Background: an optimization exercise with open tools, aiming at small area, a short achievable clock period and few clock cycles per item. Do not read the settings as production practice.
In this exercise RTL edits were held to simulation tests only and were not proved equivalent to the original.
Power and IR drop assume default switching activity.

run 4:
## ldpc_dec_top
module ldpc_dec_top (
  input  logic         clk,
  input  logic         rst,
  input  logic         cyc,
  input  logic         stb,
  input  logic         we,
  input  logic [7:0]   adr,
  input  logic [31:0]  dat_w,
  output logic [31:0]  dat_r,
  output logic         ack
);
  localparam int NW   = 20;
  localparam int ND   = 18;
  localparam int NG   = 2;              
  localparam int GS   = ND / NG;        
  localparam int PIPE = 1;              
  logic [7:0]     w [NW];
  logic           ready, run;
  logic [GS:0]    ring;                 
  logic [GS-1:0]  rph;                  
  logic [GS-1:0]  wph;                  
  logic           wlast;                
  logic           req, wr, lo_ok, is_stat, go;
  logic [NW-1:0]  asel, sel;
  logic [7:0]     gm [NG];
  logic [7:0]     gq [NG];
  logic [7:0]     gf [NG];
  logic [7:0]     rw, rd;
  assign req     = cyc & stb;
  assign ack     = req;
  assign wr      = req & we;
  assign is_stat = adr == 8'h41;
  assign go      = wr & (adr == 8'h40) & dat_w[0];
  assign lo_ok = (adr[7:5] == 3'b000) & ~run;
  always_comb begin
    for (int i = 0; i < NW; i++)
      asel[i] = lo_ok & (adr[4:0] == 5'(i));
  end
  assign rph   = ring[GS-1:0];
  assign wph   = ring[GS:1];
  assign wlast = ring[GS];
  always_comb begin
    for (int i = 0; i < NW; i++)
      sel[i] = asel[i] | ((i < ND) ? rph[i % GS] : 1'b0);
  end
  always_comb begin
    rw = '0;
    for (int g = 0; g < NG; g++) begin
      gm[g] = '0;
      for (int j = 0; j < GS; j++)
        gm[g] = gm[g] | ({8{sel[g*GS+j]}} & w[g*GS+j]);
      rw = rw | gm[g];
    end
    for (int i = ND; i < NW; i++)
      rw = rw | ({8{sel[i]}} & w[i]);
  end
  for (genvar g = 0; g < NG; g++) begin : g_unit
    if (PIPE) begin : g_pipe
      always_ff @(posedge clk) gq[g] <= gm[g];
    end else begin : g_comb
      assign gq[g] = gm[g];
    end
    ldpc_fdec u_f (.x(gq[g]), .y(gf[g]));
  end
  assign rd    = rw & {8{~run}};
  assign dat_r = {{24{rd[7]}}, rd[7:1], rd[0] | (is_stat & (ready | wlast))};
  always_ff @(posedge clk) begin
    for (int i = 0; i < NW; i++) begin
      if (i < ND && run) begin
  ...
Size: ~1200 cells after synthesis, about 78 I/O pins, about 10000 um^2 of cells after synthesis.
Settings: LEC_CHECK=0, ABC_AREA=1, CAP_MARGIN=20, CORE_MARGIN=2, CORE_UTILIZATION=40, SETUP_SLACK_MARGIN=1.5, SLEW_MARGIN=20; clock period 4.0 ns.
run.sh (not shown) runs the stock make flow with config.mk's settings and CLKGATE_MAP_FILE= SYNTH_SCRIPT=/design/flow/synth_recipe.tcl, a recipe that flattens the netlist after the stock synthesis.
Testbench counts of run 4, summed over its fixed seeds: cycles 3,008, items 64.
Setup changes, run 4 to run 3
- CORE_UTILIZATION now 50, was 40
- GPL_ROUTABILITY_DRIVEN now 0, previously not set
- CTS_BUF_LIST now sky130_fd_sc_hd__clkbuf_4 sky130_fd_sc_hd__clkbuf_8, previously not set
==> comparison <==
[compare] base=run 4 new=run 3: final cell count fell 3.7%; design area now sits lower.
Count of clock-buffer cells in the layout for run 3 is lower than for run 4.
Flip-flop and latch count: run 3 vs run 4 — no meaningful difference
Between run 4 and run 3, the slew of the pin with the lowest slew margin is lower for run 3.
In the reports for run 4 and run 3, the smaller minimum clock period after layout belongs to run 4.
Looking at wire length on met2 across run 4 and run 3, the one that comes out lower is run 3.
Cmp run 3 vs run 4: worst setup slack lower in run 3
On number of filler cells placed in the layout, the higher figure sits with run 4, not run 3.
Taking run 4 as the reference point, the instance count after placement with tap cells included of run 3 falls by 73.
Between run 4 and run 3, the number of nets in the layout figures differ only marginally.

---

## P
ldpc_dec_top again, from the RTL that the note above started with.
==> flow/config.mk <==
export PLATFORM = sky130hd
export DESIGN_NAME = ldpc_dec_top
export DESIGN_NICKNAME = ldpc_dec_top
export VERILOG_FILES = /design/flow/design.v
export SDC_FILE = /design/flow/constraint.sdc
export NUM_CORES = 4
export LEC_CHECK = 0
export ABC_AREA = 1
export CAP_MARGIN = 20
export CORE_MARGIN = 2
export CORE_UTILIZATION = 58
export CTS_BUF_LIST = sky130_fd_sc_hd__clkbuf_4 sky130_fd_sc_hd__clkbuf_8
export SETUP_SLACK_MARGIN = 1.5
export SLEW_MARGIN = 20
==> flow/constraint.sdc <==
create_clock -name core_clock -period 4.0 [get_ports {clk}]
set_input_delay 0.8000 -clock core_clock [delete_from_list [all_inputs] [get_ports {clk}]]
set_output_delay 0.8000 -clock core_clock [all_outputs]
set_load 0.01 [all_outputs]
P reached the end of the flow, and the finished layout is clean on the timing, DRC and antenna checks.
Testbench counts of P, summed over its fixed seeds: cycles 3,008, items 64.
Relative to P, the following input files were edited for Q:
diff --git a/flow/config.mk b/flow/config.mk
--- a/flow/config.mk
+++ b/flow/config.mk
@@ -11 +11 @@
-export CORE_UTILIZATION = 58
+export CORE_UTILIZATION = 50
@@ -13 +13 @@
-export SETUP_SLACK_MARGIN = 1.5
+export SETUP_SLACK_MARGIN = 2.5
Results
Looking at the reports, Q completed the entire flow and the layout it produced met the timing, DRC and antenna checks. Per the comparison of Q with P, total overflow reported by the global router was more or less identical; final cell count without fillers higher; total track usage lower; proportion of layout cells with a drive suffix above 1 moved up.
--- input diff Q..R ---
diff --git a/flow/config.mk b/flow/config.mk
--- a/flow/config.mk
+++ b/flow/config.mk
@@ -11,3 +11,2 @@
-export CORE_UTILIZATION = 50
-export CTS_BUF_LIST = sky130_fd_sc_hd__clkbuf_4 sky130_fd_sc_hd__clkbuf_8
-export SETUP_SLACK_MARGIN = 2.5
+export CORE_UTILIZATION = 40
+export SETUP_SLACK_MARGIN = 1.0
--- outcome ---
Comparing R and Q, the lower post-layout minimum cycle time was measured on R.
Floorplan die width of R exceeds that of Q by more than 10%.
Re pin slew with the least headroom to its limit: R and Q aren't equal, and the lower value belongs to Q.
R vs Q, post-route non-filler standard cell count went down by 44.
> inputs changed (R -> S)
diff --git a/flow/config.mk b/flow/config.mk
--- a/flow/config.mk
+++ b/flow/config.mk
@@ -8 +7,0 @@
-export ABC_AREA = 1
@@ -12 +11 @@
-export SETUP_SLACK_MARGIN = 1.0
+export SETUP_SLACK_MARGIN = 1.5
## What came out
- Relative to R, the highest attainable clock frequency of S is lower by about 12%.
- R -> S: total routed wirelength increased by a few percent
- Going from R to S, power density normalized to cell area fell about 7%; ratio of cells with drive above 1 in the final layout rose 6.3 points; clock insertion delay at the later pin of the skew report about even.
- The largest net degree at the start of global routing in S sits 8 above the value recorded for R.
- [diff] synthesized area, S relative to R: regression
- Between S and R, the fraction of power consumed by the clock network is lower for S.
- S has placer congestion estimate below what R had.
- S vs R: number of clock buffers in the layout up
Edits applied to the flow inputs when going from S to T:
diff --git a/flow/config.mk b/flow/config.mk
--- a/flow/config.mk
+++ b/flow/config.mk
@@ -7,0 +8 @@
+export ABC_CLOCK_PERIOD_IN_PS = 1500
Findings:
- T finished end to end and its layout was clean on timing, DRC and antenna.
- From T to S, area of all placed cells without fillers did not move at all.
- Reported for T and S, non-clock inverter total of the final layout turned out identical to the last digit.
- Re multi-input logic portion of the cell area: no difference whatsoever between S and T.
- Compared with S, in T number of pins exceeding their max-slew limit in the final report now sits at about the same level; global routing usage summed across all routing layers has remained practically unchanged; core utilization ~0 delta.

==> port drivers added, routing unchanged <==
The flow's constraints put no driver on any port. The routed layouts listed below were extracted and timed again, unchanged, in two steps. Step 1 assumes that a clkbuf_16 drives the clock port and a buf_2 every other input. Step 2 moves the port delays by t, midway between the first and last clock arrival at a register: inputs arrive t later, outputs are due t later. That takes back most of the time a late clock gives input paths. Slacks: ideal / step 1 / step 2; pairs: ideal / step 1.
run	t, ns	setup slack, ns	worst setup path after step 2	clock arrival spread, ns	worst data-port slew with drivers (ns)
run 4	0.471	0.685 / 0.654 / 0.654	input to output	0.014 / 0.015	0.04
run 3	0.494	0.654 / 0.552 / 0.552	input to output	0.013 / 0.014	0.10
P	0.488	0.445 / 0.406 / -0.038	input to register	0.013 / 0.013	0.04
Q	0.508	0.506 / 0.472 / 0.472	input to output	0.012 / 0.013	0.05
R	0.477	0.631 / 0.593 / 0.593	input to output	0.010 / 0.011	0.04
S	0.470	0.183 / 0.145 / -0.246	input to register	0.013 / 0.013	0.05
T	0.470	0.183 / 0.145 / -0.246	input to register	0.013 / 0.013	0.05
Met with ideal ports but missed after step 2: setup timing in P, S and T. For P, which loses most, drivers alone change the setup slack by -0.039 ns; drivers and shift together by -0.483 ns.
